Background: an optimization exercise with open tools, aiming at small area and a short achievable clock period. Do not read the settings as production practice.
Only simulation tests tie the RTL to the original design; equivalence was not proved.
In runs 2 to 7 the design's own scripts or RTL, not TritonCTS, make the clock network.
The flow treats the clock pin as an ideal source. Dropping or thinning the clock tree relies on that and would not hold on a real chip.
Power and IR drop assume default switching activity.

==> config.mk <==
export PLATFORM = sky130hd
export DESIGN_NAME = pattern_top
export DESIGN_NICKNAME = pattern_top
export VERILOG_FILES = /design/flow/design.v
export SDC_FILE = /design/flow/constraint.sdc
export NUM_CORES = 4
export LEC_CHECK = 0
export ABC_CLOCK_PERIOD_IN_PS = 1700
export CAP_MARGIN = 20
export CORE_MARGIN = 2
export CORE_UTILIZATION = 40
export CTS_CLUSTER_DIAMETER = 100
export CTS_CLUSTER_SIZE = 25
export SETUP_SLACK_MARGIN = 2.3
export SLEW_MARGIN = 20
==> constraint.sdc <==
create_clock -name core_clock -period 4.0 [get_ports {clk_usb}]
set_input_delay 0.8000 -clock core_clock [delete_from_list [all_inputs] [get_ports {clk_usb}]]
set_output_delay 0.8000 -clock core_clock [all_outputs]
set_load 0.01 [all_outputs]
==> design.v <==
module pattern_top (
	input  logic        clk_usb,
	input  logic        reset_i,
	input  logic [2:0]  ctl_i,
	input  logic [15:0] usb_data_i,
	input  logic        trigger_i,
	output logic [15:0] dout_o,
	output logic        dvalid_o,
	output logic        load_done_o
);
	logic        c_data_q, c_addr_q, c_pat_q;
	logic [15:0] word_q;
	always_ff @(posedge clk_usb) begin
		if (reset_i) begin
			c_data_q <= 1'b0;
			c_addr_q <= 1'b0;
			c_pat_q  <= 1'b0;
		end else begin
			c_data_q <= (ctl_i == 3'b010);
			c_addr_q <= (ctl_i == 3'b110);
			c_pat_q  <= (ctl_i == 3'b011);
		end
	end
	always_ff @(posedge clk_usb) word_q <= usb_data_i;
	logic [1:0] pend_lo_q;
	logic       pend_nz_q;
	logic       load_reset_q, load_enable_q;
	logic [1:0] last_q;
	always_ff @(posedge clk_usb) begin
		if (reset_i) begin
			pend_lo_q <= 2'd0;
			pend_nz_q <= 1'b0;
		end else if (c_data_q) begin
			pend_lo_q <= word_q[1:0];
			pend_nz_q <= |word_q;
		end
	end
	always_ff @(posedge clk_usb) begin
		if (reset_i) begin
			load_reset_q  <= 1'b0;
			load_enable_q <= 1'b0;
			last_q        <= 2'd0;
		end else if (c_addr_q) begin
			if (word_q == 16'd30) last_q        <= pend_lo_q;
			if (word_q == 16'd31) load_reset_q  <= pend_nz_q;
			if (word_q == 16'd32) load_enable_q <= pend_lo_q[0];
		end
	end
	logic [5:0]  pos_q;
	logic        done_q;
	logic [15:0] wr_row_q;
	logic [3:0]  wr_pat_q;
	logic [15:0] wr_data_q;
	logic        accept;
	assign accept = c_pat_q && load_enable_q && !load_reset_q && !done_q;
	always_ff @(posedge clk_usb) begin
		if (reset_i || load_reset_q) begin
			pos_q    <= 6'd0;
			done_q   <= 1'b0;
			wr_row_q <= 16'd0;
		end else begin
			wr_row_q <= accept ? (16'd1 << pos_q[3:0]) : 16'd0;
			if (accept) begin
				pos_q <= pos_q + 6'd1;
				if (pos_q[3:0] == 4'd15) done_q <= (pos_q[5:4] == last_q);
			end
		end
	end
	always_ff @(posedge clk_usb) begin
		wr_pat_q  <= 4'd1 << pos_q[5:4];
		wr_data_q <= word_q;
	end
	logic [15:0] mem [64];
	always_ff @(posedge clk_usb) begin
		for (int k = 0; k < 64; k++)
			if (wr_pat_q[k / 16] && wr_row_q[k % 16]) mem[k] <= wr_data_q;
	end
	logic       trig_s_q, trig_d_q;
	logic       active_q, rd_valid_q, dvalid_q;
	logic       start;
	logic [15:0] rd_data_q, dout_q;
	assign start = trig_s_q && !trig_d_q && !(active_q || rd_valid_q || dvalid_q) &&
		!load_enable_q && done_q;
	always_ff @(posedge clk_usb) begin
		if (reset_i) begin
			trig_s_q   <= 1'b0;
			trig_d_q   <= 1'b0;
			rd_valid_q <= 1'b0;
			dvalid_q   <= 1'b0;
		end else begin
			trig_s_q   <= trigger_i;
			trig_d_q   <= trig_s_q;
			rd_valid_q <= active_q;
			dvalid_q   <= rd_valid_q;
		end
	end
	logic [15:0] row_oh_q;
	logic [3:0]  disp_oh_q;
	logic [3:0]  last_oh;
	logic        disp_is_last;
	assign last_oh      = 4'b0001 << last_q;
	assign disp_is_last = |(disp_oh_q & last_oh);
	always_ff @(posedge clk_usb) begin
		if (reset_i) begin
			active_q  <= 1'b0;
			row_oh_q  <= 16'h0001;
			disp_oh_q <= 4'b0001;
		end else begin
			if (start) begin
				active_q <= 1'b1;
			end else if (active_q) begin
				row_oh_q <= {row_oh_q[14:0], row_oh_q[15]};
				if (row_oh_q[15]) begin
					active_q  <= 1'b0;
					disp_oh_q <= disp_is_last ? 4'b0001 : {disp_oh_q[2:0], disp_oh_q[3]};
				end
			end
			if (load_reset_q) disp_oh_q <= 4'b0001;
		end
	end
	logic [63:0] rd_sel;
	logic [15:0] rd_mux;
	always_comb begin
		for (int k = 0; k < 64; k++) rd_sel[k] = disp_oh_q[k / 16] & row_oh_q[k % 16];
		rd_mux = 16'd0;
		for (int k = 0; k < 64; k++) rd_mux = rd_mux | (mem[k] & {16{rd_sel[k]}});
	end
	always_ff @(posedge clk_usb) begin
		rd_data_q <= rd_mux;
		dout_q    <= rd_data_q;
	end
	assign dout_o      = dout_q;
	assign dvalid_o    = dvalid_q;
	assign load_done_o = done_q;
endmodule
==> run.sh <==
#!/bin/bash
# synth_recipe.tcl (not shown) runs the flow's synth.tcl, then flattens the netlist and writes it again
# the make line also repeats each setting of config.mk as NAME=value (left out here)
make -C /OpenROAD-flow-scripts/flow DESIGN_CONFIG=/design/flow/config.mk WORK_HOME=/design/flow/orfs CLKGATE_MAP_FILE= SYNTH_SCRIPT=/design/flow/synth_recipe.tcl finish
==> impl_metrics.py, run 1 <==
metrics = {
    "synthesis": {
        "synth_area_mm2": 0.0407,
        "syn-num-nets": 2270,
        "synth_edf_count": 1024,
        "async_reset_ff_share_pct": 0,
        "syn_avg_cell_area_um2": 18.1,
        "syn-instance-count": 2242,
        "ys_ff_latch": 1150,
        "synth_warnings": 2,
        "seq_area_frac_synth_pct": 81.8,
        "ys_types": 46,
        "synth_ff_type": "edfxtp_1",
    },
    "setup_path": {
        "r2r_slack_ns": 1.99,
        "crit_type": "flip-flop to flip-flop",
        "reg2reg_depth": 7,
        "critPathMaxStageDelay_ns": 0.39,
        "cp.arrival_ns": 2.53,
        "cp-endpoint": "rd_data_q[13]",
        "start_kind": "flip-flop",
        "worst_ep_required_time_ns": 4.52,
        "slowest_stage": "dfxtp_4",
        "cp_cell_sequence": "buf_12 -> buf_16 -> buf_12 -> a222oi_1 -> a31oi_1 -> nor3_2 -> nand4_1",
        "critPathLaunch": "row_oh_q[4]",
        "r2r-end": "rd_data_q[13]",
        "cp_max_fo": 7,
        "cp-end-kind": "flip-flop",
        "reg2reg_from": "row_oh_q[4]",
        "crit_top_cell": "buf_12",
    },
    "routing": {
        "drt-total-wl_mm": 117,
        "drtIter0Drc": 3105,
        "drt-wirelength-per-cell_um": 31.4,
        "ant_nets": 0,
        "viasPerCell": 6.12,
        "vias": 22800,
        "dr.pass1.iters": 6,
        "drc": 0,
    },
    "global_route": {
        "grtUsageTotal_pct": 21.9,
        "grt_busiest_layer": "met2",
        "grt_antenna_before_repair": 4,
        "grt_pass1_vias": 22000,
        "grt.met3_usage_pct": 3.97,
        "grt_max_degree": 65,
        "grt.overflow.total": 0,
        "grt_pass1_wl_mm": 162,
        "use_met2_pct": 34.8,
        "use_met1_pct": 30.6,
    },
    "cells_and_area": {
        "area_growth_pct": 14.2,
        "multiInputGateArea_mm2": 0.00765,
        "drive_gt1_share_pct": 18.5,
        "final_util_pct": 46.2,
        "nets": 2361,
        "nFillCells": 8490,
        "regArea_mm2": 0.0334,
    },
    "power_and_ir_drop": {
        "p_per_area_mw_per_mm2": 416,
        "p_leak_nw": 13.6,
        "ir_drop_uv": 317,
    },
    "sta": {
        "tns_ns": 0,
        "period_minus_slack_ns": 2.01,
        "hold_violations": 0,
        "max_freq_ghz": 0.498,
        "slew_headroom_pct": 45.0,
        "finalSetupViolCount": 0,
        "slew_violations": 0,
        "clock_skew_ns": 0.0313,
        "rsz0062_at_grt": "true",
        "period_share_pct": 50.2,
        "worst_pin_slew_ns": 0.825,
    },
    "clock_tree": {
        "clockBufferDepth": 3,
        "clk_pin_slew_ns": 0.10,
        "clock_latency_ns": 0.65,
        "cts_made_buffers": 51,
        "clock_sinks": 1150,
        "cts.htree.levels": 2,
        "cts-root-buf": "clkbuf_16",
        "cts_tree": "yes",
    },
    "die": {
        "fp.dieW_um": 323,
        "core_mm2": 0.100,
        "rows": 116,
        "io_pins": 40,
        "dieArea_mm2": 0.104,
        "floorplan.initialDensity_pct": 40.5,
        "die_height_um": 323,
    },
    "run_status": {
        "run_status": "complete, no violations",
    },
    "hold_path": {
        "hold_class": "flip-flop to flip-flop",
    },
    "place": {
        "io_buffer_count": 39,
        "place_congestion": 0.828,
        "dp_hpwl_mm": 62.9,
    },
    "flow_run": {
        "cap_violations": 0,
    },
}
## final cells by class
class,count,area share (%)
multi-input cells,933,16.5
diodes,1,0.00539
clock inverters,1,0.0189
clock buffers,93,3.09
inverters,11,0.124
repair buffers,186,4.69
flip-flops and latches,1150,71.9
well taps,1357,3.66
## power breakdown
part | total (mW) | switching, mW | internal, mW | leakage (nW)
Combinational | 0.157 | 0.126 | 0.0310 | 2.67
Sequential | 13.1 | 0.0859 | 13.0 | 10.3
Clock | 6.03 | 3.58 | 2.45 | 0.683
Total | 19.3 | 3.79 | 15.5 | 13.6
## cells by family (layout without fill, tap and decap cells)
| group | after synthesis | after routing | synth area share [%] |
|---|---|---|---|
| buffers and inverters | 160 | 291 | 1.66 |
| XOR/XNOR | 6 | 6 | 0.129 |
| flip-flops | 1150 | 1150 | 81.8 |
| other | 0 | 1 | 0 |
| multiplexers | 18 | 18 | 0.474 |
| AND/OR/NAND/NOR | 232 | 233 | 3.21 |
| adder cells (fa/ha/maj) | 6 | 6 | 0.185 |
| AO/OA/AOI/OAI | 670 | 670 | 12.5 |
## how the worst min path moves through the flow
stage | slack, ns | to | start | cells after the start
floorplan | 0.31 | dout_q[0] | rd_data_q[0] | 0
global placement | 0.33 | wr_data_q[8] | word_q[8] | 0
detailed placement | 0.34 | wr_data_q[13] | word_q[13] | 0
CTS | 0.35 | wr_data_q[13] | word_q[13] | 0
global route | 0.36 | wr_data_q[14] | word_q[14] | 0
finish | 0.35 | dout_q[2] | rd_data_q[2] | 0
## layout by cell type (no fill, tap or decap), types with 32 or more instances in the layout
| cell | n |
|---|---|
| edfxtp_1 | 1024 |
| a22oi_1 | 362 |
| buf_4 | 85 |
| dfxtp_1 | 83 |
| a31oi_1 | 61 |
| and2_2 | 57 |
| clkbuf_16 | 53 |
| a222oi_1 | 48 |
| nor2_1 | 48 |
| clkbuf_1 | 42 |
| a22o_1 | 33 |
| a22oi_2 | 33 |
| o22ai_1 | 32 |
## critical path, delay by kind of cell (launching register included)
family	cells	cell delay [ns]
AOI/OAI and AO/OA	2	0.53
and+or+nand+nor	2	0.53
DFF	1	0.39
buffers and inverters	3	0.43
## Yosys cell counts, drive strengths merged (22+ instances only)
library cell	number	area [um2]
edfxtp	1024	30700
a22oi	395	2970
dfxtp	126	2520
a31oi	77	482
buf	77	363
clkbuf	72	270
and2	71	447
nor2	50	188
a222oi	48	480
a22o	33	289
o22ai	32	200
a41oi	30	263
nand4	26	163
nor3	22	110
## per-stage QoR
step                      total power [mW]  hold WS (ns)  setup WS [ns]  instance area, um2  std cells
final                                 19.3         0.352           1.99               46400       3732
after global routing                  19.7         0.356           1.95               46400       3732
after CTS                             19.3         0.350           2.04               45900       3709
after detailed placement              13.6         0.336           1.40               42600       3545
after global placement                13.6         0.333           1.40               42600       3545
after floorplan                       13.4         0.310           2.46               40700       2242
## per-layer routing
layer	vias up	wire length, um
met2	1170	54900
met3	187	11400
li1	9508	-
met5	-	0
met4	0	3960
met1	12000	46800
## flip-flops by register name (all words and copies together), names as in the netlist, 2 cells and up
| signal | cells |
|---|---|
| mem | 1024 |
| dout_q | 16 |
| rd_data_q | 16 |
| row_oh_q | 16 |
| word_q | 16 |
| wr_data_q | 16 |
| wr_row_q | 16 |
| pos_q | 6 |
| disp_oh_q | 4 |
| wr_pat_q | 4 |
| last_q | 2 |
| pend_lo_q | 2 |
## what timing repair did
| action | CTS | global route |
|---|---|---|
| cloned | 3 | 3 |
| pin swaps | 60 | 51 |
| setup buffers | 67 | 19 |
| resized for setup | 294 | 61 |
| setup endpoints to repair | 902 | 242 |
| hold buffers | 0 | 0 |
==> run 2: changes to the inputs <==
==> flow/run.sh (new file) <==
#!/bin/bash
# The standard layout, except that the clock tree is built by
# flow/cts_hook.tcl: clock port -> 4 root buffers -> leaf buffers -> flops.
set -o pipefail
export PRE_CTS_TCL=$PWD/flow/cts_hook.tcl
export MYCTS_LEAVES=${MYCTS_LEAVES:-46}
export MYCTS_ROOTS=${MYCTS_ROOTS:-4}
bash standard.sh > standard_flow.log 2>&1
st=$?
cp orfs/logs/sky130hd/pattern_top/base/4_1_cts.log cts_step.log 2>/dev/null
exit $st
==> flow/cts_hook.tcl (new file) <==
# Sourced by ORFS's cts.tcl (PRE_CTS_TCL) before it builds the clock tree:
# replace TritonCTS with a two-level tree built by build_tree (mytree.tcl).
# The rest of cts.tcl (legalisation, timing repair) runs unchanged.
source [file join [file dirname [info script]] mytree.tcl]
rename clock_tree_synthesis __tritoncts
proc clock_tree_synthesis {args} {
  build_tree clk_usb $::env(MYCTS_LEAVES) $::env(MYCTS_ROOTS) \
    sky130_fd_sc_hd__clkbuf_16 sky130_fd_sc_hd__clkbuf_16
  set_propagated_clock [all_clocks]
}
==> flow/mytree.tcl (new file) <==
# Build a two-level clock tree: clock port -> NR root buffers -> K leaf buffers -> flops.
proc kmeans {pts k iters} {
  # pts: list of {x y}; returns list of assignments and centroids
  set n [llength $pts]
  # init: sort by x then pick evenly spaced
  set cents {}
  set sorted [lsort -real -index 0 $pts]
  set side [expr {int(ceil(sqrt($k)))}]
  # grid init over bounding box
  set xs [lmap p $pts {lindex $p 0}]; set ys [lmap p $pts {lindex $p 1}]
  set x0 [tcl::mathfunc::min {*}$xs]; set x1 [tcl::mathfunc::max {*}$xs]
  set y0 [tcl::mathfunc::min {*}$ys]; set y1 [tcl::mathfunc::max {*}$ys]
  for {set i 0} {$i < $k} {incr i} {
    set p [lindex $pts [expr {int(($i + 0.5) * $n / $k)}]]
    lappend cents $p
  }
  # better init: grid
  set cents {}
  set rows [expr {int(ceil(double($k) / $side))}]
  for {set r 0} {$r < $rows} {incr r} {
    for {set c 0} {$c < $side} {incr c} {
      if {[llength $cents] >= $k} break
      lappend cents [list [expr {$x0 + ($c + 0.5) * ($x1 - $x0) / $side}] [expr {$y0 + ($r + 0.5) * ($y1 - $y0) / $rows}]]
    }
  }
  set cap [expr {int(ceil(1.15 * $n / $k))}]
  for {set it 0} {$it < $iters} {incr it} {
    # capacitated assignment: greedy by distance
    set cand {}
    set i 0
    foreach p $pts {
      set j 0
      foreach c $cents {
        set d [expr {abs([lindex $p 0] - [lindex $c 0]) + abs([lindex $p 1] - [lindex $c 1])}]
        lappend cand [list $d $i $j]
        incr j
      }
      incr i
    }
    set cand [lsort -real -index 0 $cand]
    set asg [lrepeat $n -1]
    set cnt [lrepeat $k 0]
    foreach e $cand {
      lassign $e d i j
      if {[lindex $asg $i] >= 0} continue
      if {[lindex $cnt $j] >= $cap} continue
      lset asg $i $j
      lset cnt $j [expr {[lindex $cnt $j] + 1}]
    }
    set sx [lrepeat $k 0.0]; set sy [lrepeat $k 0.0]
    set i 0
    foreach p $pts {
      set j [lindex $asg $i]
      lset sx $j [expr {[lindex $sx $j] + [lindex $p 0]}]
      lset sy $j [expr {[lindex $sy $j] + [lindex $p 1]}]
      incr i
    }
    set nc {}
    for {set j 0} {$j < $k} {incr j} {
      set m [lindex $cnt $j]
      if {$m > 0} { lappend nc [list [expr {[lindex $sx $j] / $m}] [expr {[lindex $sy $j] / $m}]] } else { lappend nc [lindex $cents $j] }
    }
    set cents $nc
  }
  return [list $asg $cents $cnt]
}

proc build_tree {clknet_name K NR leaf_master root_master} {
  set block [ord::get_db_block]
  set db [ord::get_db]
  set clknet [$block findNet $clknet_name]
  set lm [$db findMaster $leaf_master]
  set rm [$db findMaster $root_master]
  set sinks {}
  set pts {}
  foreach it [$clknet getITerms] {
    set inst [$it getInst]
    set b [$inst getBBox]
    lappend sinks $it
    lappend pts [list [expr {([$b xMin] + [$b xMax]) / 2.0}] [expr {([$b yMin] + [$b yMax]) / 2.0}]]
  }
  puts "sinks [llength $sinks]"
  lassign [kmeans $pts $K 8] asg cents cnt
  puts "cluster sizes $cnt"
  # leaf buffers
  set leaves {}
  for {set j 0} {$j < $K} {incr j} {
    set inst [odb::dbInst_create $block $lm "ctsleaf_$j"]
    set net [odb::dbNet_create $block "clk_leaf_$j"]
    $net setSigType CLOCK
    lassign [lindex $cents $j] cx cy
    $inst setLocation [expr {int($cx) - [$lm getWidth] / 2}] [expr {int($cy)}]
    $inst setPlacementStatus PLACED
    [$inst findITerm X] connect $net
    lappend leaves [list $inst $net $cx $cy]
  }
  set i 0
  foreach it $sinks {
    set j [lindex $asg $i]
    $it disconnect
    $it connect [lindex [lindex $leaves $j] 1]
    incr i
  }
  # roots: split leaves by angle/quadrant around the centroid
  set mx 0.0; set my 0.0
  foreach l $leaves { set mx [expr {$mx + [lindex $l 2]}]; set my [expr {$my + [lindex $l 3]}] }
  set mx [expr {$mx / $K}]; set my [expr {$my / $K}]
  set rpts [lmap l $leaves {list [lindex $l 2] [lindex $l 3]}]
  if {$NR > 1} {
    lassign [kmeans $rpts $NR 8] rasg rcents rcnt
  } else {
    set rasg [lrepeat $K 0]; set rcents [list [list $mx $my]]; set rcnt [list $K]
  }
  puts "root sizes $rcnt"
  for {set r 0} {$r < $NR} {incr r} {
    set inst [odb::dbInst_create $block $rm "ctsroot_$r"]
    set net [odb::dbNet_create $block "clk_root_$r"]
    $net setSigType CLOCK
    lassign [lindex $rcents $r] cx cy
    $inst setLocation [expr {int($cx) - [$rm getWidth] / 2}] [expr {int($cy)}]
    $inst setPlacementStatus PLACED
    [$inst findITerm X] connect $net
    [$inst findITerm A] connect $clknet
    set roots($r) $net
  }
  set j 0
  foreach l $leaves {
    [[lindex $l 0] findITerm A] connect $roots([lindex $rasg $j])
    incr j
  }
}
==> standard.sh (new file) <==
#!/bin/bash
# synth_recipe.tcl (not shown) runs the flow's synth.tcl, then flattens the netlist and writes it again
# the make line also repeats each setting of config.mk as NAME=value (left out here)
make -C /OpenROAD-flow-scripts/flow DESIGN_CONFIG=/design/flow/config.mk WORK_HOME=/design/flow/orfs CLKGATE_MAP_FILE= SYNTH_SCRIPT=/design/flow/synth_recipe.tcl "${@:-finish}"
--- a/config.mk
+++ b/config.mk
@@ -11,5 +11,5 @@
 export CORE_UTILIZATION = 40
 export CTS_CLUSTER_DIAMETER = 100
 export CTS_CLUSTER_SIZE = 25
-export SETUP_SLACK_MARGIN = 2.3
+export SETUP_SLACK_MARGIN = 2.25
 export SLEW_MARGIN = 20
removed: run.sh
==> impl_metrics.py, run 2 <==
metrics = {
    "routing": {
        "drt-wirelength-per-cell_um": 31.1,
        "dr.pass1.iters": 5,
        "drtIter0Drc": 3028,
        "drt-total-wl_mm": 114,
        "ant_nets": 0,
        "drc": 0,
        "viasPerCell": 6.17,
        "vias": 22600,
    },
    "sta": {
        "finalSetupViolCount": 0,
        "period_share_pct": 48.0,
        "slew_violations": 0,
        "rsz0062_at_grt": "true",
        "period_minus_slack_ns": 1.92,
        "hold_violations": 0,
        "tns_ns": 0,
        "max_freq_ghz": 0.521,
        "clock_skew_ns": 0.114,
        "worst_pin_slew_ns": 0.907,
        "slew_headroom_pct": 39.5,
    },
    "synthesis": {
        "synth_area_mm2": 0.0407,
        "synth.top_cell.area_share_pct": 75.6,
        "async_reset_ff_share_pct": 0,
        "ys_ff_latch": 1150,
        "syn-num-nets": 2270,
        "synthSimpleGateAreaFrac_pct": 3.21,
        "yosys-top-cells-area": "edfxtp_1, a22oi_1, dfxtp_1",
        "synth_warnings": 2,
        "syn_avg_cell_area_um2": 18.1,
        "synth_xor_area_share_pct": 0.129,
        "syn-instance-count": 2242,
        "yosysTopAreaCell": "edfxtp_1",
        "seq_area_frac_synth_pct": 81.8,
        "synth.mux.area_fraction_pct": 0.474,
        "yosysMostFrequentCell": "edfxtp_1",
        "synth_compound_area_share_pct": 12.5,
        "synth_top_family_by_area": "compound AO/OA/AOI/OAI gates",
        "ys_top_cells_by_count": "edfxtp_1, a22oi_1, dfxtp_1",
        "ys_types": 46,
        "synthAdderAreaFrac_pct": 0.185,
        "synth_ff_type": "edfxtp_1",
        "synth_edf_count": 1024,
    },
    "hold_path": {
        "hold-path-cell-count": 0,
        "worstHoldStart": "word_q[13]",
        "hold_class": "flip-flop to flip-flop",
        "min_to": "wr_data_q[13]",
    },
    "cells_and_area": {
        "final_util_pct": 45.5,
        "nFillCells": 8541,
        "largest_reg_flops": 1024,
        "area_growth_pct": 12.5,
        "largest_register": "mem",
        "final_common_cell": "edfxtp_1",
        "nets": 2337,
        "final_cell_mix": "edfxtp_1, a22oi_1, dfxtp_1",
        "drive_gt1_share_pct": 16.5,
    },
    "power_and_ir_drop": {
        "ir_drop_uv": 396,
        "pwr-share-clk_pct": 29.5,
        "p_leak_nw": 13.4,
        "p_comb_share_pct": 0.8,
        "power_frac_seq_pct": 69.7,
        "p_switching_mw": 3.53,
        "switching_share_pct": 18.7,
        "p_per_area_mw_per_mm2": 412,
        "p_int_mw": 15.3,
    },
    "clock_tree": {
        "clk_pin_slew_ns": 0.10,
        "clock_latency_ns": 0.48,
        "hold_buffers": 0,
    },
    "die": {
        "rows": 116,
        "dieArea_mm2": 0.104,
        "die_height_um": 323,
        "core_mm2": 0.100,
        "floorplan.initialDensity_pct": 40.5,
        "fp.dieW_um": 323,
        "io_pins": 40,
    },
    "run_status": {
        "run_status": "complete, no violations",
    },
    "setup_path": {
        "cp-end-kind": "flip-flop",
        "crit_type": "flip-flop to flip-flop",
        "start_kind": "flip-flop",
        "cp.arrival_ns": 2.25,
        "reg2reg_from": "row_oh_q[4]",
        "r2r-end": "rd_data_q[14]",
        "reg2reg_depth": 6,
        "cp_max_fo": 8,
        "worst_ep_required_time_ns": 4.33,
        "r2r_slack_ns": 2.08,
    },
    "place": {
        "dp_hpwl_mm": 62.9,
        "io_buffer_count": 39,
        "place_congestion": 0.828,
    },
    "global_route": {
        "grt_pass1_vias": 21800,
        "grt_antenna_before_repair": 0,
        "grtUsageTotal_pct": 21.4,
        "grt_pass1_wl_mm": 161,
        "grt.overflow.total": 0,
        "grt_max_degree": 65,
    },
    "flow_run": {
        "cap_violations": 0,
    },
}
==> run 2: kinds of logic after synthesis <==
kind of cell,after synthesis
muxes,18
buffers and inverters,160
DFF,1150
xor gates and xnor gates,6
adders and majority gates,6
AOI/OAI and AO/OA,670
and+or+nand+nor,232
==> run 2: timing repair <==
action | 4_1_cts | 5_1_grt
endpoints found under the setup margin | 905 | 125
pin swaps | 57 | 31
cloned | 5 | 0
gates resized for setup | 271 | 41
buffers inserted | 59 | 5
==> run 2: cell type report <==
class	instances	area, um2	share of cell area, %
diodes	2	5.00	0.0109
plain buffers	50	1250	2.74
inverters	11	57.6	0.126
multi-input cells	932	7460	16.3
flip-flops and latches	1150	33400	73.0
well taps	1357	1700	3.71
repair buffers	164	1900	4.16
==> run 2: per-layer routing <==
layer  vias up  wire length (um)  GRT usage, %
met3       169             10800          3.47
li1       9417                 -             -
met5         -                 0             0
met1     11900             46000          30.0
met4         0              3870          6.16
met2      1160             53500          34.6
==> run 2: power groups by stage <==
stage               Sequential [mW]  Combinational, mW  Clock [mW]
global placement               13.4              0.149           0
global route                   13.1              0.168        5.98
CTS                            13.1              0.156        5.58
floorplan                      13.4             0.0113           0
detailed placement             13.4              0.156           0
finish                         13.1              0.157        5.56
==> run 2: worst max path at each step <==
stage	from	endpoint	slack, ns	cells past startpoint
final	row_oh_q[4]	rd_data_q[14]	2.08	6
after global routing	row_oh_q[4]	rd_data_q[14]	1.98	6
after CTS	row_oh_q[1]	rd_data_q[14]	2.10	6
after detailed placement	row_oh_q[2]	rd_data_q[10]	1.40	5
after global placement	row_oh_q[12]	rd_data_q[10]	1.40	5
after floorplan	reset_i	pend_lo_q[0]	2.46	3
==> run 2: worst max-delay path, cell delays in order, from the launching register on <==
cell      delay, ns
dfxtp_4        0.40
buf_8          0.14
buf_16         0.14
a222oi_1       0.44
a31oi_2        0.21
nor3_4         0.39
nand4_1        0.14
==> run 2: metrics by stage <==
| stage | setup WS [ns] | instances | hold slack, ns | power [mW] | area, um2 |
|---|---|---|---|---|---|
| after floorplan | 2.46 | 2242 | 0.310 | 13.4 | 40700 |
| after global placement | 1.40 | 3545 | 0.333 | 13.6 | 42600 |
| after detailed placement | 1.40 | 3545 | 0.336 | 13.6 | 42600 |
| after CTS | 2.10 | 3659 | 0.253 | 18.9 | 45500 |
| after global routing | 1.98 | 3664 | 0.266 | 19.3 | 45700 |
| final | 2.08 | 3666 | 0.259 | 18.8 | 45700 |
==> run 3: changes to the inputs <==
--- a/design.v
+++ b/design.v
@@ -78,7 +78,7 @@
 	logic       trig_s_q, trig_d_q;
 	logic       active_q, rd_valid_q, dvalid_q;
 	logic       start;
-	logic [15:0] rd_data_q, dout_q;
+	logic [15:0] dout_q;
 	assign start = trig_s_q && !trig_d_q && !(active_q || rd_valid_q || dvalid_q) &&
 		!load_enable_q && done_q;
 	always_ff @(posedge clk_usb) begin
@@ -118,16 +118,29 @@
 			if (load_reset_q) disp_oh_q <= 4'b0001;
 		end
 	end
-	logic [63:0] rd_sel;
-	logic [15:0] rd_mux;
+	logic [15:0] rd_part_q [4];
+	logic [3:0]  rd_pat_q;
+	logic [15:0] rd_t1 [4][8];
+	logic [15:0] rd_t2 [4][4];
+	logic [15:0] rd_t3 [4][2];
+	logic [15:0] rd_row [4];
 	always_comb begin
-		for (int k = 0; k < 64; k++) rd_sel[k] = disp_oh_q[k / 16] & row_oh_q[k % 16];
-		rd_mux = 16'd0;
-		for (int k = 0; k < 64; k++) rd_mux = rd_mux | (mem[k] & {16{rd_sel[k]}});
+		for (int p = 0; p < 4; p++) begin
+			for (int i = 0; i < 8; i++)
+				rd_t1[p][i] = (mem[p * 16 + 2 * i] & {16{row_oh_q[2 * i]}}) |
+					(mem[p * 16 + 2 * i + 1] & {16{row_oh_q[2 * i + 1]}});
+			for (int i = 0; i < 4; i++) rd_t2[p][i] = rd_t1[p][2 * i] | rd_t1[p][2 * i + 1];
+			for (int i = 0; i < 2; i++) rd_t3[p][i] = rd_t2[p][2 * i] | rd_t2[p][2 * i + 1];
+			rd_row[p] = rd_t3[p][0] | rd_t3[p][1];
+		end
 	end
 	always_ff @(posedge clk_usb) begin
-		rd_data_q <= rd_mux;
-		dout_q    <= rd_data_q;
+		for (int p = 0; p < 4; p++) rd_part_q[p] <= rd_row[p];
+		rd_pat_q <= disp_oh_q;
+	end
+	always_ff @(posedge clk_usb) begin
+		dout_q <= (rd_part_q[0] & {16{rd_pat_q[0]}}) | (rd_part_q[1] & {16{rd_pat_q[1]}}) |
+			(rd_part_q[2] & {16{rd_pat_q[2]}}) | (rd_part_q[3] & {16{rd_pat_q[3]}});
 	end
 	assign dout_o      = dout_q;
 	assign dvalid_o    = dvalid_q;
==> impl_metrics.py, run 3 <==
metrics = {
    "global_route": {
        "grt_pass1_vias": 21700,
        "grt.overflow.total": 0,
        "grtUsageTotal_pct": 23.0,
        "grt_max_degree": 65,
        "grt_pass1_wl_mm": 172,
        "grt_antenna_before_repair": 7,
    },
    "synthesis": {
        "synth.top_cell.area_share_pct": 74.2,
        "syn_avg_cell_area_um2": 19.1,
        "synth_ff_type": "edfxtp_1",
        "async_reset_ff_share_pct": 0,
        "synth_edf_count": 1024,
        "ys_ff_latch": 1202,
        "syn-num-nets": 2201,
        "ys_types": 40,
        "yosysTopAreaCell": "edfxtp_1",
        "ys_top_cells_by_count": "edfxtp_1, a221oi_1, a22o_1",
        "synth_warnings": 7,
        "syn-instance-count": 2173,
        "seq_area_frac_synth_pct": 82.9,
        "synth_area_mm2": 0.0414,
        "yosysMostFrequentCell": "edfxtp_1",
        "yosys-top-cells-area": "edfxtp_1, dfxtp_1, a221oi_1",
    },
    "cells_and_area": {
        "largestRegisters": "mem x1024, rd_part_q x64",
        "largest_register": "mem",
        "final_common_cell": "edfxtp_1",
        "area_growth_pct": 10.4,
        "drive_gt1_share_pct": 12.4,
        "final_util_pct": 44.4,
        "largest_reg_flops": 1024,
        "nets": 2265,
        "nFillCells": 8774,
        "final_cell_mix": "edfxtp_1, a22o_1, a221oi_1",
    },
    "setup_path": {
        "cp.arrival_ns": 0.97,
        "reg2reg_depth": 4,
        "cp-end-kind": "primary output",
        "worst_ep_required_time_ns": 3.20,
        "start_kind": "flip-flop",
        "cp_top_family": "flip-flops",
        "cp_cell_sequence": "clkbuf_2",
        "critPathMaxStageDelay_ns": 0.38,
        "cp_max_fo": 4,
        "reg2reg_from": "row_oh_q[0]",
        "r2r_slack_ns": 2.25,
        "crit_type": "flip-flop to primary output",
        "r2r-end": "rd_part_q[1][15]",
        "critPathBufInv": 1,
        "slowest_stage": "dfxtp_4",
    },
    "die": {
        "floorplan.initialDensity_pct": 40.2,
        "dieArea_mm2": 0.106,
        "fp.dieW_um": 326,
        "core_mm2": 0.103,
        "io_pins": 40,
        "rows": 118,
        "die_height_um": 326,
    },
    "sta": {
        "period_share_pct": 44.1,
        "tns_ns": 0,
        "hold_violations": 0,
        "clock_skew_ns": 0.0623,
        "period_minus_slack_ns": 1.77,
        "finalSetupViolCount": 0,
        "max_freq_ghz": 0.566,
        "worst_pin_slew_ns": 1.03,
        "slew_headroom_pct": 31.4,
        "rsz0062_at_grt": "true",
        "slew_violations": 0,
    },
    "routing": {
        "met2_length_mm": 58.6,
        "drc": 0,
        "highest_layer": "met5",
        "dr.pass1.iters": 5,
        "wirelength_met1_mm": 50.5,
        "viasPerCell": 6.38,
        "drtIter0Drc": 3662,
        "ant_nets": 0,
        "drt-total-wl_mm": 128,
        "vias": 23100,
        "dr_wl_met3_mm": 15.0,
        "drt-wirelength-per-cell_um": 35.4,
    },
    "run_status": {
        "run_status": "complete, no violations",
    },
    "place": {
        "dp_hpwl_mm": 59.8,
        "place_congestion": 0.821,
        "io_buffer_count": 39,
    },
    "power_and_ir_drop": {
        "p_per_area_mw_per_mm2": 427,
        "pwr-share-clk_pct": 29.3,
        "switching_share_pct": 18.8,
        "p_switching_mw": 3.67,
        "power_frac_seq_pct": 70.3,
        "p_int_mw": 15.8,
        "p_leak_nw": 14.2,
        "ir_drop_uv": 287,
        "p_comb_share_pct": 0.4,
    },
    "hold_path": {
        "hold-path-cell-count": 0,
        "min_to": "wr_data_q[6]",
        "hold_class": "flip-flop to flip-flop",
        "worstHoldStart": "word_q[6]",
    },
    "clock_tree": {
        "clock_latency_ns": 0.47,
        "clk_pin_slew_ns": 0.09,
    },
    "flow_run": {
        "cap_violations": 0,
    },
}
==> run 3: cell count changes after synthesis, moves of 19 or more <==
cell	delta
o22ai_1	-32
a31oi_1	-77
a221oi_1	+238
nor2_1	-19
a222oi_1	-48
nand2_1	+25
dfxtp_1	+52
a22o_1	+223
a22oi_1	-363
buf_1	-21
nand4_1	+39
a41oi_1	-30
==> run 3: cells by family after synthesis <==
| family | Yosys count | synth area share (%) |
|---|---|---|
| DFF | 1202 | 82.9 |
| adders and majority gates | 6 | 0.181 |
| and+or+nand+nor | 241 | 3.37 |
| buffers and inverters | 140 | 1.34 |
| xor gates and xnor gates | 5 | 0.106 |
| muxes | 21 | 0.538 |
| AOI/OAI and AO/OA | 558 | 11.6 |
==> run 3: layout make-up <==
class | instances | area [um2] | share of cell area (%)
Sequential cell | 1202 | 34400 | 75.3
Antenna cell | 1 | 2.50 | 0.00547
Buffer | 50 | 1250 | 2.74
Timing Repair Buffer | 145 | 1640 | 3.58
Multi-Input combinational cell | 831 | 6630 | 14.5
Inverter | 7 | 26.3 | 0.0575
Tap cell | 1380 | 1730 | 3.78
==> run 3: power groups by stage <==
| stage | clock network (mW) | registers, mW | logic (mW) |
|---|---|---|---|
| 3_3_place_gp | 0 | 14.0 | 0.0725 |
| 2_1_floorplan | 0 | 13.9 | 0.0125 |
| 3_5_place_dp | 0 | 14.0 | 0.0842 |
| 5_1_grt | 6.09 | 13.7 | 0.0902 |
| 6_report | 5.71 | 13.7 | 0.0852 |
| 4_1_cts | 5.70 | 13.7 | 0.0841 |
==> run 3: routing by layer <==
metal | global-route usage, % | vias to the layer above
met3 | 3.97 | 223
met1 | 33.3 | 12100
li1 | - | 9162
met4 | 5.75 | 8
met2 | 36.0 | 1552
met5 | 0 | -
==> run 3: stage by stage <==
stage                     hold slack (ns)  setup WS, ns  std cells  power, mW  area (um2)
after floorplan                     0.331          2.30       2173       14.0       41400
after global placement              0.336          1.54       3530       14.1       43600
after detailed placement            0.337          1.46       3535       14.1       43700
after CTS                           0.340          2.08       3606       19.5       45500
after global routing                0.344          2.22       3615       19.9       45700
final                               0.335          2.23       3616       19.5       45700
==> run 3: worst max path at each step <==
| stage | startpoint | cells after the start | slack [ns] | end |
|---|---|---|---|---|
| 2_1_floorplan | reset_i | 4 | 2.30 | row_oh_q[1] |
| 3_3_place_gp | reset_i | 5 | 1.54 | active_q |
| 3_5_place_dp | reset_i | 3 | 1.46 | wr_row_q[2] |
| 4_1_cts | done_q | 1 | 2.08 | load_done_o |
| 5_1_grt | done_q | 1 | 2.22 | load_done_o |
| 6_report | done_q | 1 | 2.23 | load_done_o |
==> run 3: repair_timing <==
action                     CTS  global route
resized for setup          118            15
hold buffers                 0             0
setup buffers               21             9
pin swaps                    1             4
setup endpoints to repair  644            37
==> run 4: changes to the inputs <==
--- a/design.v
+++ b/design.v
@@ -47,22 +47,27 @@
 		end
 	end
 	logic [5:0]  pos_q;
-	logic        done_q;
+	logic        done_q;        
+	logic        done_n_q;      
 	logic [15:0] wr_row_q;
 	logic [3:0]  wr_pat_q;
 	logic [15:0] wr_data_q;
 	logic        accept;
-	assign accept = c_pat_q && load_enable_q && !load_reset_q && !done_q;
+	assign accept = c_pat_q && load_enable_q && !load_reset_q && done_n_q;
 	always_ff @(posedge clk_usb) begin
 		if (reset_i || load_reset_q) begin
 			pos_q    <= 6'd0;
 			done_q   <= 1'b0;
+			done_n_q <= 1'b1;
 			wr_row_q <= 16'd0;
 		end else begin
 			wr_row_q <= accept ? (16'd1 << pos_q[3:0]) : 16'd0;
 			if (accept) begin
 				pos_q <= pos_q + 6'd1;
-				if (pos_q[3:0] == 4'd15) done_q <= (pos_q[5:4] == last_q);
+				if (pos_q[3:0] == 4'd15) begin
+					done_q   <= (pos_q[5:4] == last_q);
+					done_n_q <= (pos_q[5:4] != last_q);
+				end
 			end
 		end
 	end
@@ -76,22 +81,25 @@
 			if (wr_pat_q[k / 16] && wr_row_q[k % 16]) mem[k] <= wr_data_q;
 	end
 	logic       trig_s_q, trig_d_q;
-	logic       active_q, rd_valid_q, dvalid_q;
+	logic       active_q, rd_valid_q, dvalid_q;    
+	logic       dvalid_n_q;                        
 	logic       start;
 	logic [15:0] dout_q;
-	assign start = trig_s_q && !trig_d_q && !(active_q || rd_valid_q || dvalid_q) &&
-		!load_enable_q && done_q;
+	assign start = trig_s_q && !trig_d_q && !(active_q || rd_valid_q || !dvalid_n_q) &&
+		!load_enable_q && !done_n_q;
 	always_ff @(posedge clk_usb) begin
 		if (reset_i) begin
 			trig_s_q   <= 1'b0;
 			trig_d_q   <= 1'b0;
 			rd_valid_q <= 1'b0;
 			dvalid_q   <= 1'b0;
+			dvalid_n_q <= 1'b1;
 		end else begin
 			trig_s_q   <= trigger_i;
 			trig_d_q   <= trig_s_q;
 			rd_valid_q <= active_q;
 			dvalid_q   <= rd_valid_q;
+			dvalid_n_q <= !rd_valid_q;
 		end
 	end
 	logic [15:0] row_oh_q;
--- a/config.mk
+++ b/config.mk
@@ -11,5 +11,5 @@
 export CORE_UTILIZATION = 40
 export CTS_CLUSTER_DIAMETER = 100
 export CTS_CLUSTER_SIZE = 25
-export SETUP_SLACK_MARGIN = 2.25
+export SETUP_SLACK_MARGIN = 2.45
 export SLEW_MARGIN = 20
==> impl_metrics.py, run 4 <==
metrics = {
    "synthesis": {
        "syn-num-nets": 2203,
        "ys_top_cells_by_count": "edfxtp_1, a221oi_1, a22o_1",
        "synth_xor_area_share_pct": 0.106,
        "synth_edf_count": 1024,
        "synth_top_family_by_area": "compound AO/OA/AOI/OAI gates",
        "seq_area_frac_synth_pct": 82.9,
        "synthSimpleGateAreaFrac_pct": 3.36,
        "synth_area_mm2": 0.0414,
        "ys_ff_latch": 1204,
        "yosys-top-cells-area": "edfxtp_1, dfxtp_1, a221oi_1",
        "ys_types": 41,
        "syn_avg_cell_area_um2": 19.1,
        "syn-instance-count": 2175,
        "synth_ff_type": "edfxtp_1",
        "async_reset_ff_share_pct": 0,
        "synth_compound_area_share_pct": 11.6,
        "yosysMostFrequentCell": "edfxtp_1",
        "synthAdderAreaFrac_pct": 0.181,
        "synth_warnings": 7,
        "synth.top_cell.area_share_pct": 74.2,
        "yosysTopAreaCell": "edfxtp_1",
        "synth.mux.area_fraction_pct": 0.538,
    },
    "cells_and_area": {
        "final_cell_mix": "edfxtp_1, a22o_1, a221oi_1",
        "largest_register": "mem",
        "multiInputGateArea_mm2": 0.00745,
        "nets": 2329,
        "area_growth_pct": 15.0,
        "drive_gt1_share_pct": 20.5,
        "final_area_mm2": 0.0477,
        "nFillCells": 8475,
        "largestRegisters": "mem x1024, rd_part_q x64",
        "largest_reg_flops": 1024,
        "regArea_mm2": 0.0345,
        "final_common_cell": "edfxtp_1",
        "final_util_pct": 46.2,
    },
    "routing": {
        "drtIter0Drc": 3762,
        "drt-wirelength-per-cell_um": 36.3,
        "drt-total-wl_mm": 133,
        "vias": 23500,
        "dr.pass1.iters": 5,
        "ant_nets": 0,
        "drc": 0,
        "viasPerCell": 6.38,
    },
    "clock_tree": {
        "clock_latency_ns": 0.49,
        "hold_buffers": 0,
        "clk_pin_slew_ns": 0.11,
    },
    "die": {
        "io_pins": 40,
        "rows": 118,
        "floorplan.initialDensity_pct": 40.1,
        "core_mm2": 0.103,
        "fp.dieW_um": 326,
        "dieArea_mm2": 0.106,
        "die_height_um": 326,
    },
    "global_route": {
        "use_met2_pct": 37.6,
        "grt_pass1_vias": 22200,
        "grt.met3_usage_pct": 4.49,
        "grt_max_degree": 65,
        "use_met1_pct": 33.7,
        "grt.overflow.total": 0,
        "grtUsageTotal_pct": 23.8,
        "grt_busiest_layer": "met2",
        "grt_antenna_before_repair": 5,
        "grt_pass1_wl_mm": 178,
    },
    "sta": {
        "worst_pin_slew_ns": 0.923,
        "rsz0062_at_grt": "true",
        "slew_violations": 0,
        "clock_skew_ns": 0.100,
        "tns_ns": 0,
        "period_minus_slack_ns": 1.71,
        "worst_hold_slack_ns": 0.364,
        "finalSetupViolCount": 0,
        "hold_violations": 0,
        "worst_slack_ns": 2.29,
        "max_freq_ghz": 0.584,
        "slew_headroom_pct": 38.4,
        "period_share_pct": 42.8,
    },
    "place": {
        "io_buffer_count": 39,
        "dpl_cell_area_mm2": 0.0435,
        "dp_hpwl_mm": 59.9,
        "dp_slack_ns": 1.29,
        "place_congestion": 0.803,
    },
    "setup_path": {
        "worst_ep_required_time_ns": 3.20,
        "start_kind": "flip-flop",
        "cp.arrival_ns": 0.91,
        "critPathMaxStageDelay_ns": 0.34,
        "slowest_stage": "dfxtp_2",
        "cp_top_family": "flip-flops",
        "crit_type": "flip-flop to primary output",
        "cp_max_fo": 1,
        "critPathLaunch": "dout_q[4]",
        "cp-end-kind": "primary output",
        "critPathBufInv": 1,
        "cp_cell_sequence": "buf_6",
        "reg2reg_from": "row_oh_q[12]",
        "r2r_slack_ns": 2.36,
    },
    "power_and_ir_drop": {
        "p_per_area_mw_per_mm2": 411,
        "p_leak_nw": 15.1,
        "ir_drop_uv": 343,
    },
    "run_status": {
        "run_status": "complete, no violations",
    },
    "hold_path": {
        "worstHoldStart": "word_q[9]",
        "hold_class": "flip-flop to flip-flop",
    },
    "flow_run": {
        "cap_violations": 0,
    },
}
run 4: cell families after synthesis:
group                      count (synthesis)
adders and majority gates                  6
buffers and inverters                    140
muxes                                     21
DFF                                     1204
xor gates and xnor gates                   5
and+or+nand+nor                          240
AOI/OAI and AO/OA                        559
run 4: layout make-up:
class / instances / share of cell area [%]
antenna: 1 / 0.00525
buffer: 50 / 2.63
inverter: 7 / 0.0551
multi-input combinational: 831 / 15.6
sequential: 1204 / 72.4
tap: 1380 / 3.62
timing repair buffer: 207 / 5.67
run 4: metrics by stage:
step / instances / total power, mW
6_report: 3680 / 19.6
5_1_grt: 3679 / 20.0
4_1_cts: 3641 / 19.5
3_5_place_dp: 3507 / 14.1
3_3_place_gp: 3505 / 14.1
2_1_floorplan: 2175 / 14.0
run 4: report_power, final:
part           internal, mW  switching (mW)  total [mW]
Combinational        0.0270          0.0752       0.102
Sequential             13.6           0.126        13.7
Clock                  2.24            3.51        5.76
Total                  15.9            3.72        19.6
run 4: metal layers:
layer  vias to the layer above  wire, um
li1                       9314         -
met1                     12300     51900
met2                      1574     61400
met3                       261     15100
met4                         2      5030
met5                         -        11
run 4: final timing paths:
| kind | to | depth (start not counted) |
|---|---|---|
| worst min register to register | wr_data_q[9] | 0 |
| worst max register to register | rd_part_q[1][1] | 4 |
| worst max-delay path | dout_o[4] | 1 |
| worst min-delay path | wr_data_q[9] | 0 |
run 4: repair_timing:
action	4_1_cts	5_1_grt
pin swaps	23	43
cloned	2	7
setup endpoints to repair	1461	501
buffers inserted	82	31
resized for setup	250	128
==> run 5: changes to the inputs <==
==> flow/run.sh (replaced) <==
#!/bin/bash
# The standard layout, except that the clock tree is built by
# flow/cts_hook.tcl: clock port -> 4 root inverters -> leaf inverters -> flops
# (two inversions, so every flop sees the clock's rising edge).
set -o pipefail
export PRE_CTS_TCL=$PWD/flow/cts_hook.tcl
export MYCTS_LEAVES=${MYCTS_LEAVES:-60}
export MYCTS_ROOTS=${MYCTS_ROOTS:-4}
export MYCTS_LEAF_CELL=${MYCTS_LEAF_CELL:-sky130_fd_sc_hd__clkinv_8}
export MYCTS_ROOT_CELL=${MYCTS_ROOT_CELL:-sky130_fd_sc_hd__clkinv_16}
bash standard.sh > standard_flow.log 2>&1
st=$?
cp orfs/logs/sky130hd/pattern_top/base/4_1_cts.log cts_step.log 2>/dev/null
exit $st
--- a/flow/cts_hook.tcl
+++ b/flow/cts_hook.tcl
@@ -5,6 +5,6 @@
 rename clock_tree_synthesis __tritoncts
 proc clock_tree_synthesis {args} {
   build_tree clk_usb $::env(MYCTS_LEAVES) $::env(MYCTS_ROOTS) \
-    sky130_fd_sc_hd__clkbuf_16 sky130_fd_sc_hd__clkbuf_16
+    $::env(MYCTS_LEAF_CELL) $::env(MYCTS_ROOT_CELL)
   set_propagated_clock [all_clocks]
 }
--- a/flow/mytree.tcl
+++ b/flow/mytree.tcl
@@ -1,5 +1,5 @@
 # Build a two-level clock tree: clock port -> NR root buffers -> K leaf buffers -> flops.
-proc kmeans {pts k iters} {
+proc kmeans {pts k iters {capf 1.15}} {
   # pts: list of {x y}; returns list of assignments and centroids
   set n [llength $pts]
   # init: sort by x then pick evenly spaced
@@ -23,7 +23,7 @@
       lappend cents [list [expr {$x0 + ($c + 0.5) * ($x1 - $x0) / $side}] [expr {$y0 + ($r + 0.5) * ($y1 - $y0) / $rows}]]
     }
   }
-  set cap [expr {int(ceil(1.15 * $n / $k))}]
+  set cap [expr {int(ceil($capf * $n / $k))}]
   for {set it 0} {$it < $iters} {incr it} {
     # capacitated assignment: greedy by distance
     set cand {}
@@ -65,6 +65,12 @@
   return [list $asg $cents $cnt]
 }
 
+proc outpin {inst} {
+  set it [$inst findITerm X]
+  if {$it == "NULL" || $it == ""} { set it [$inst findITerm Y] }
+  return $it
+}
+
 proc build_tree {clknet_name K NR leaf_master root_master} {
   set block [ord::get_db_block]
   set db [ord::get_db]
@@ -80,7 +86,7 @@
     lappend pts [list [expr {([$b xMin] + [$b xMax]) / 2.0}] [expr {([$b yMin] + [$b yMax]) / 2.0}]]
   }
   puts "sinks [llength $sinks]"
-  lassign [kmeans $pts $K 8] asg cents cnt
+  lassign [kmeans $pts $K 8 1.06] asg cents cnt
   puts "cluster sizes $cnt"
   # leaf buffers
   set leaves {}
@@ -91,7 +97,7 @@
     lassign [lindex $cents $j] cx cy
     $inst setLocation [expr {int($cx) - [$lm getWidth] / 2}] [expr {int($cy)}]
     $inst setPlacementStatus PLACED
-    [$inst findITerm X] connect $net
+    [outpin $inst] connect $net
     lappend leaves [list $inst $net $cx $cy]
   }
   set i 0
@@ -107,7 +113,7 @@
   set mx [expr {$mx / $K}]; set my [expr {$my / $K}]
   set rpts [lmap l $leaves {list [lindex $l 2] [lindex $l 3]}]
   if {$NR > 1} {
-    lassign [kmeans $rpts $NR 8] rasg rcents rcnt
+    lassign [kmeans $rpts $NR 8 1.0] rasg rcents rcnt
   } else {
     set rasg [lrepeat $K 0]; set rcents [list [list $mx $my]]; set rcnt [list $K]
   }
@@ -119,7 +125,7 @@
     lassign [lindex $rcents $r] cx cy
     $inst setLocation [expr {int($cx) - [$rm getWidth] / 2}] [expr {int($cy)}]
     $inst setPlacementStatus PLACED
-    [$inst findITerm X] connect $net
+    [outpin $inst] connect $net
     [$inst findITerm A] connect $clknet
     set roots($r) $net
   }
--- a/config.mk
+++ b/config.mk
@@ -8,8 +8,8 @@
 export ABC_CLOCK_PERIOD_IN_PS = 1700
 export CAP_MARGIN = 20
 export CORE_MARGIN = 2
-export CORE_UTILIZATION = 40
+export CORE_UTILIZATION = 65
 export CTS_CLUSTER_DIAMETER = 100
 export CTS_CLUSTER_SIZE = 25
-export SETUP_SLACK_MARGIN = 2.45
+export SETUP_SLACK_MARGIN = 2.42
 export SLEW_MARGIN = 20
==> impl_metrics.py, run 5 <==
metrics = {
    "sta": {
        "finalSetupViolCount": 0,
        "clock_skew_ns": 0.0484,
        "slew_headroom_pct": 47.0,
        "slew_violations": 0,
        "period_minus_slack_ns": 1.68,
        "worst_pin_slew_ns": 0.795,
        "max_freq_ghz": 0.595,
        "tns_ns": 0,
        "rsz0062_at_grt": "true",
        "period_share_pct": 42.0,
        "worst_hold_slack_ns": 0.326,
        "hold_violations": 0,
    },
    "hold_path": {
        "hold-path-cell-count": 0,
        "hold_class": "flip-flop to flip-flop",
    },
    "clock_tree": {
        "hold_buffers": 0,
        "clk_pin_slew_ns": 0.10,
        "clock_latency_ns": 0.40,
    },
    "die": {
        "fp.dieW_um": 256,
        "die_height_um": 256,
        "rows": 92,
        "dieArea_mm2": 0.0658,
        "io_pins": 40,
        "core_mm2": 0.0631,
        "floorplan.initialDensity_pct": 65.7,
    },
    "place": {
        "dp_hpwl_mm": 57.8,
        "dpl.cell_count": 2991,
        "place_congestion": 0.827,
        "io_buffer_count": 39,
    },
    "synthesis": {
        "synth_edf_count": 1024,
        "seq_area_frac_synth_pct": 82.9,
        "syn_avg_cell_area_um2": 19.1,
        "yosysMostFrequentCell": "edfxtp_1",
        "synth_ff_type": "edfxtp_1",
        "ys_ff_latch": 1204,
        "synth_warnings": 7,
        "synth.top_cell.area_share_pct": 74.2,
        "ys_types": 41,
        "yosysTopAreaCell": "edfxtp_1",
        "syn-num-nets": 2203,
        "async_reset_ff_share_pct": 0,
        "syn-instance-count": 2175,
        "synth_area_mm2": 0.0414,
        "yosys-top-cells-area": "edfxtp_1, dfxtp_1, a221oi_1",
        "ys_top_cells_by_count": "edfxtp_1, a221oi_1, a22o_1",
    },
    "setup_path": {
        "cp_top_family": "simple AND/OR/NAND/NOR gates",
        "cp.depth": 1,
        "cp_cell_sequence": "and2_2",
        "cp_max_fo": 16,
        "crit_type": "flip-flop to flip-flop",
        "slowest_stage": "and2_2",
        "reg2reg_depth": 1,
        "critPathMaxStageDelay_ns": 0.68,
        "worst_ep_required_time_ns": 3.99,
        "start_kind": "flip-flop",
        "cp.arrival_ns": 1.67,
        "critPathBufInv": 0,
        "cp-end-kind": "flip-flop",
    },
    "global_route": {
        "grt.met3_usage_pct": 9.75,
        "grt_antenna_before_repair": 10,
        "grtUsageTotal_pct": 39.0,
        "use_met2_pct": 60.2,
        "grt_busiest_layer": "met2",
        "grt_pass1_vias": 22200,
        "use_met1_pct": 55.7,
        "grt_pass1_wl_mm": 176,
        "grt.overflow.total": 0,
        "grt_max_degree": 65,
    },
    "cells_and_area": {
        "fin_cells": 3163,
        "area_growth_pct": 11.0,
        "drive_gt1_share_pct": 17.8,
        "nets": 2337,
        "final_util_pct": 72.9,
        "final_cell_mix": "edfxtp_1, a22o_1, a221oi_1",
        "final_common_cell": "edfxtp_1",
        "largest_reg_flops": 1024,
        "largest_register": "mem",
        "largestRegisters": "mem x1024, rd_part_q x64",
    },
    "power_and_ir_drop": {
        "p_leak_nw": 14.6,
        "p_per_area_mw_per_mm2": 407,
        "ir_drop_uv": 608,
        "p_total_mw": 18.7,
    },
    "routing": {
        "drc": 0,
        "drt-total-wl_mm": 130,
        "ant_nets": 0,
        "dr.pass1.iters": 7,
        "drt-wirelength-per-cell_um": 41.1,
        "viasPerCell": 7.50,
        "drtIter0Drc": 4619,
        "vias": 23700,
    },
    "flow_run": {
        "cap_violations": 0,
    },
    "run_status": {
        "run_status": "complete, no violations",
    },
}
## run 5: cell count changes in the layout (fill, tap and decap cells not counted), moves of 3 or more
| cell | previous run | this run |
|---|---|---|
| and2_4 | 53 | 37 |
| buf_12 | 49 | 33 |
| clkbuf_16 | 56 | 0 |
| dfxtp_4 | 29 | 25 |
| a221oi_2 | 105 | 43 |
| buf_4 | 83 | 106 |
| and2_2 | 6 | 22 |
| clkinv_16 | 0 | 4 |
| clkinv_8 | 0 | 60 |
| buf_2 | 11 | 8 |
| diode_2 | 1 | 10 |
| dfxtp_1 | 127 | 130 |
| a221oi_1 | 150 | 213 |
| buf_16 | 15 | 11 |
## run 5: cells by family after synthesis
family                   synth area share (%)
multiplexers                            0.537
AO/OA/AOI/OAI                            11.6
XOR/XNOR                                0.106
AND/OR/NAND/NOR                          3.36
flip-flops                               82.9
adder cells (fa/ha/maj)                 0.181
buffers and inverters                    1.29
## run 5: metrics by stage
stage / cell area, um2 / setup WS, ns
2_1_floorplan: 41400 / 2.40
6_report: 46000 / 2.32
4_1_cts: 45300 / 2.25
3_5_place_dp: 43000 / 1.66
3_3_place_gp: 42900 / 1.63
5_1_grt: 46000 / 2.29
## run 5: final timing paths
kind | slack, ns | to | startpoint
setup / recovery | 2.32 | mem[15][0] | wr_pat_q[0]
hold / removal | 0.33 | wr_data_q[6] | word_q[6]
setup reg to reg | 2.32 | mem[15][0] | wr_pat_q[0]
hold reg to reg | 0.33 | wr_data_q[6] | word_q[6]
## run 5: area by class of cell
type                       instances  area, um2
antenna                           10       25.0
fill                            3883      17100
inverter                          71       1120
multi-input combinational        831       7030
sequential                      1204      34500
tap                              846       1060
timing repair buffer             201       2300
## run 5: what timing repair did
item | CTS | global route
endpoints found under the setup margin | 842 | 636
buffers inserted | 75 | 22
cloned | 1 | 0
resized for setup | 167 | 76
pin swaps | 7 | 15
## run 5: routing by layer
| metal | vias up | part of all wire (%) |
|---|---|---|
| li1 | 9350 | - |
| met1 | 12200 | 35 |
| met2 | 1805 | 46 |
| met3 | 299 | 14 |
| met4 | 10 | 4.4 |
| met5 | - | 0.048 |
## run 5: report_power, final
group	internal, mW	switching, mW
Combinational	0.0342	0.104
Sequential	13.6	0.0992
Clock	0.642	4.24
==> run 6: changes to the inputs <==
--- a/config.mk
+++ b/config.mk
@@ -8,7 +8,7 @@
 export ABC_CLOCK_PERIOD_IN_PS = 1700
 export CAP_MARGIN = 20
 export CORE_MARGIN = 2
-export CORE_UTILIZATION = 65
+export CORE_UTILIZATION = 55
 export CTS_CLUSTER_DIAMETER = 100
 export CTS_CLUSTER_SIZE = 25
 export SETUP_SLACK_MARGIN = 2.42
==> impl_metrics.py, run 6 <==
metrics = {
    "run_status": {
        "run_status": "complete, no violations",
    },
    "sta": {
        "hold_violations": 0,
        "max_freq_ghz": 0.594,
        "period_minus_slack_ns": 1.68,
        "slew_violations": 0,
        "worst_slack_ns": 2.32,
        "period_share_pct": 42.1,
        "clock_skew_ns": 0.0629,
        "finalSetupViolCount": 0,
        "worst_pin_slew_ns": 0.798,
        "tns_ns": 0,
        "slew_headroom_pct": 46.8,
        "rsz0062_at_grt": "true",
    },
    "synthesis": {
        "yosysMostFrequentCell": "edfxtp_1",
        "synth.top_cell.area_share_pct": 74.2,
        "async_reset_ff_share_pct": 0,
        "synth_warnings": 7,
        "syn-num-nets": 2203,
        "synth_area_mm2": 0.0414,
        "yosysTopAreaCell": "edfxtp_1",
        "seq_area_frac_synth_pct": 82.9,
        "synth_ff_type": "edfxtp_1",
        "syn-instance-count": 2175,
        "syn_avg_cell_area_um2": 19.1,
        "ys_top_cells_by_count": "edfxtp_1, a221oi_1, a22o_1",
        "ys_ff_latch": 1204,
        "yosys-top-cells-area": "edfxtp_1, dfxtp_1, a221oi_1",
        "synth_edf_count": 1024,
        "ys_types": 41,
    },
    "place": {
        "dp_slack_ns": 1.68,
        "place_congestion": 0.789,
        "dp_hpwl_mm": 58.7,
        "dpl.cell_count": 3105,
        "io_buffer_count": 39,
        "dpl_cell_area_mm2": 0.0431,
    },
    "setup_path": {
        "critPathBufInv": 1,
        "cp_top_family": "flip-flops",
        "crit_type": "flip-flop to primary output",
        "slowest_stage": "dfxtp_2",
        "cp_cell_sequence": "clkbuf_2",
        "start_kind": "flip-flop",
        "cp_max_fo": 2,
        "cp.arrival_ns": 0.88,
        "worst_ep_required_time_ns": 3.20,
        "critPathMaxStageDelay_ns": 0.38,
        "cp-end-kind": "primary output",
    },
    "routing": {
        "drt-wirelength-per-cell_um": 39.2,
        "viasPerCell": 7.18,
        "dr.pass1.iters": 5,
        "ant_nets": 0,
        "drc": 0,
        "drt-total-wl_mm": 127,
        "drtIter0Drc": 3233,
        "vias": 23300,
    },
    "clock_tree": {
        "clock_latency_ns": 0.40,
        "clk_pin_slew_ns": 0.10,
        "hold_buffers": 0,
    },
    "die": {
        "rows": 100,
        "floorplan.initialDensity_pct": 55.6,
        "io_pins": 40,
        "core_mm2": 0.0746,
        "dieArea_mm2": 0.0775,
        "die_height_um": 278,
        "fp.dieW_um": 278,
    },
    "global_route": {
        "grt.overflow.total": 0,
        "grt_pass1_wl_mm": 173,
        "grt_max_degree": 65,
        "grt_pass1_vias": 21900,
        "grt_antenna_before_repair": 7,
        "grtUsageTotal_pct": 32.3,
    },
    "cells_and_area": {
        "nFillCells": 5298,
        "final_common_cell": "edfxtp_1",
        "drive_gt1_share_pct": 15.2,
        "fin_cells": 3238,
        "nets": 2298,
        "largest_register": "mem",
        "largestRegisters": "mem x1024, rd_part_q x64",
        "multiInputGateArea_mm2": 0.00690,
        "final_area_mm2": 0.0456,
        "area_growth_pct": 10.0,
        "regArea_mm2": 0.0345,
        "final_cell_mix": "edfxtp_1, a22o_1, a221oi_1",
        "largest_reg_flops": 1024,
    },
    "power_and_ir_drop": {
        "p_leak_nw": 14.2,
        "ir_drop_uv": 564,
        "p_per_area_mw_per_mm2": 411,
    },
    "hold_path": {
        "hold_class": "flip-flop to flip-flop",
    },
    "flow_run": {
        "cap_violations": 0,
    },
}
==> run 6: cell count changes in the layout (fill, tap and decap cells not counted), sizes merged <==
cell,delta
buf,-40
diode,-9
clkbuf,+3
bufbuf,-1
dlygate4sd2,-1
==> run 6: through the flow <==
step	hold slack [ns]	utilization [%]	power, mW
final	0.363	61.1	18.7
after global placement	0.333	57.7	14.1
after global routing	0.368	61.1	19.2
after floorplan	0.331	-	14.0
after CTS	0.361	60.5	18.8
after detailed placement	0.334	57.8	14.1
==> run 6: layout make-up <==
cell class / instances / share of cell area (%)
sequential: 1204 / 75.6
multi-input combinational: 831 / 15.1
timing repair buffer: 162 / 4.14
tap: 969 / 2.66
inverter: 71 / 2.46
antenna: 1 / 0.00549
==> run 6: path summary, 6_finish.rpt <==
check,startpoint,end,slack [ns],cells after the start
worst max-delay path,done_q,load_done_o,2.32,1
worst min-delay path,word_q[7],wr_data_q[7],0.36,0
worst max register to register,wr_pat_q[0],mem[15][4],2.39,1
worst min register to register,word_q[7],wr_data_q[7],0.36,0
==> run 6: where the power goes <==
group | switching, mW | internal, mW
clock network | 4.26 | 0.643
logic | 0.114 | 0.0322
registers | 0.0887 | 13.6
==> run 6: timing repair <==
item,in CTS,in global routing
endpoints found under the setup margin,738,635
resized for setup,141,83
setup buffers,49,19
pin swaps,3,4
==> run 6: cell families (layout without fill, tap and decap cells) <==
| logic type | count (synthesis) | count (layout) | share of synthesized area [%] |
|---|---|---|---|
| other | 0 | 1 | 0 |
| adders and majority gates | 6 | 6 | 0.181 |
| AOI/OAI and AO/OA | 559 | 559 | 11.6 |
| and+or+nand+nor | 240 | 240 | 3.36 |
| xor gates and xnor gates | 5 | 5 | 0.106 |
| DFF | 1204 | 1204 | 82.9 |
| buffers and inverters | 140 | 233 | 1.29 |
| muxes | 21 | 21 | 0.537 |
==> run 6: routing by layer <==
metal	vias up	part of all wire (%)	global-route usage (%)
li1	9247	-	-
met1	12200	39	48.1
met2	1520	46	50.0
met3	248	12	5.01
met4	4	3.7	9.55
met5	-	0.026	0
==> run 7: changes to the inputs <==
--- a/design.v
+++ b/design.v
@@ -62,6 +62,7 @@
 			wr_row_q <= 16'd0;
 		end else begin
 			wr_row_q <= accept ? (16'd1 << pos_q[3:0]) : 16'd0;
+			done_q <= !done_n_q;
 			if (accept) begin
 				pos_q <= pos_q + 6'd1;
 				if (pos_q[3:0] == 4'd15) begin
--- a/config.mk
+++ b/config.mk
@@ -11,5 +11,5 @@
 export CORE_UTILIZATION = 55
 export CTS_CLUSTER_DIAMETER = 100
 export CTS_CLUSTER_SIZE = 25
-export SETUP_SLACK_MARGIN = 2.42
+export SETUP_SLACK_MARGIN = 2.36
 export SLEW_MARGIN = 20
==> impl_metrics.py, run 7 <==
metrics = {
    "setup_path": {
        "start_kind": "flip-flop",
        "r2r_slack_ns": 2.25,
        "cp_top_family": "simple AND/OR/NAND/NOR gates",
        "cp-end-kind": "flip-flop",
        "r2r-end": "rd_part_q[3][10]",
        "critPathMaxStageDelay_ns": 0.49,
        "slowest_stage": "nand4_1",
        "cp.arrival_ns": 1.78,
        "worst_ep_required_time_ns": 4.03,
        "crit_type": "flip-flop to flip-flop",
        "reg2reg_depth": 3,
        "critPathBufInv": 1,
        "cp_cell_sequence": "buf_6 -> a221oi_4 -> nand4_1",
        "reg2reg_from": "row_oh_q[2]",
    },
    "synthesis": {
        "synth_warnings": 7,
        "ys_ff_latch": 1204,
        "synth.top_cell.area_share_pct": 74.2,
        "syn-num-nets": 2203,
        "syn-instance-count": 2175,
        "async_reset_ff_share_pct": 0,
        "yosys-top-cells-area": "edfxtp_1, dfxtp_1, a221oi_1",
        "synth_area_mm2": 0.0415,
        "yosysMostFrequentCell": "edfxtp_1",
        "ys_top_cells_by_count": "edfxtp_1, a221oi_1, a22o_1",
        "ys_types": 41,
        "synth_edf_count": 1024,
        "seq_area_frac_synth_pct": 82.8,
        "syn_avg_cell_area_um2": 19.1,
        "yosysTopAreaCell": "edfxtp_1",
    },
    "sta": {
        "hold_violations": 0,
        "clock_skew_ns": 0.0357,
        "period_minus_slack_ns": 1.75,
        "worst_pin_slew_ns": 1.28,
        "rsz0062_at_grt": "true",
        "max_freq_ghz": 0.573,
        "slew_violations": 0,
        "finalSetupViolCount": 0,
    },
    "run_status": {
        "run_status": "complete, no violations",
    },
    "power_and_ir_drop": {
        "p_per_area_mw_per_mm2": 408,
        "p_leak_nw": 14.4,
    },
    "place": {
        "io_buffer_count": 39,
        "dp_hpwl_mm": 59.2,
        "place_congestion": 0.784,
    },
    "routing": {
        "drtIter0Drc": 3390,
        "vias": 23300,
        "ant_nets": 0,
        "drc": 0,
        "drt-total-wl_mm": 130,
        "viasPerCell": 7.19,
        "drt-wirelength-per-cell_um": 40.1,
    },
    "global_route": {
        "grtUsageTotal_pct": 33.0,
        "grt_pass1_vias": 21600,
        "grt.overflow.total": 0,
        "grt_max_degree": 65,
    },
    "die": {
        "rows": 100,
        "fp.dieW_um": 279,
        "io_pins": 40,
        "dieArea_mm2": 0.0776,
    },
    "cells_and_area": {
        "largest_reg_flops": 1024,
        "nets": 2303,
        "num_antenna_cells": 0,
        "nFillCells": 5241,
        "final_common_cell": "edfxtp_1",
    },
    "hold_path": {
        "hold_class": "flip-flop to flip-flop",
        "hold-path-cell-count": 0,
        "worstHoldStart": "word_q[13]",
        "min_to": "wr_data_q[13]",
    },
    "flow_run": {
        "cap_violations": 0,
    },
    "clock_tree": {
        "hold_buffers": 0,
        "clk_pin_slew_ns": 0.10,
        "clock_latency_ns": 0.38,
    },
}
run 7: area by class of cell:
| class | instances | area [um2] | share of cell area [%] |
|---|---|---|---|
| multi-input combinational | 831 | 7040 | 15.3 |
| sequential | 1204 | 34500 | 75.0 |
| timing repair buffer | 167 | 2090 | 4.56 |
| inverter | 71 | 1120 | 2.44 |
| tap | 969 | 1210 | 2.64 |
run 7: what timing repair did:
| action | CTS | global route |
|---|---|---|
| gates resized for setup | 162 | 72 |
| gates cloned | 0 | 1 |
| pin swaps | 13 | 16 |
| setup endpoints to repair | 768 | 152 |
| buffers inserted | 77 | 4 |
run 7: worst max path at each step:
stage | start | end | depth (start not counted)
4_1_cts | row_oh_q[2] | rd_part_q[3][8] | 4
3_5_place_dp | reset_i | wr_row_q[2] | 4
5_1_grt | wr_pat_q[3] | mem[57][2] | 2
2_1_floorplan | reset_i | row_oh_q[0] | 5
3_3_place_gp | reset_i | wr_row_q[4] | 4
6_report | row_oh_q[2] | rd_part_q[3][10] | 3
run 7: routing by layer:
layer  GRT usage (%)  routed length, um  vias up
met3            5.56              13900      287
li1                -                  -     9271
met1            47.3              50300    12300
met2            51.5              59900     1483
met4            12.5               5800        4
met5               0                 28        -
run 7: logic make-up (layout without fill, tap and decap cells):
group | after synthesis | after routing | synth area share [%]
AO/OA/AOI/OAI | 558 | 558 | 11.6
XOR/XNOR | 5 | 5 | 0.106
adder cells (fa/ha/maj) | 6 | 6 | 0.181
buffers and inverters | 140 | 238 | 1.32
flip-flops | 1204 | 1204 | 82.8
multiplexers | 21 | 21 | 0.537
AND/OR/NAND/NOR | 241 | 241 | 3.41
run 7: metrics by stage:
stage                     instances  hold slack [ns]  util, %  setup slack [ns]  cell area, um2
after floorplan                2175            0.331        -              2.39           41500
after global placement         3094            0.333     57.6              1.49           43000
after detailed placement       3096            0.342     57.7              1.45           43000
after CTS                      3237            0.362     61.0              2.31           45500
after global routing           3242            0.373     61.6              2.27           45900
final                          3242            0.362     61.6              2.25           45900
run 7: power by group:
| group | switching (mW) | internal, mW | leakage [nW] | total [mW] |
|---|---|---|---|---|
| sequential | 0.101 | 13.6 | 10.7 | 13.7 |
| clock | 4.26 | 0.643 | 0.459 | 4.90 |
| combinational | 0.0977 | 0.0295 | 3.23 | 0.127 |
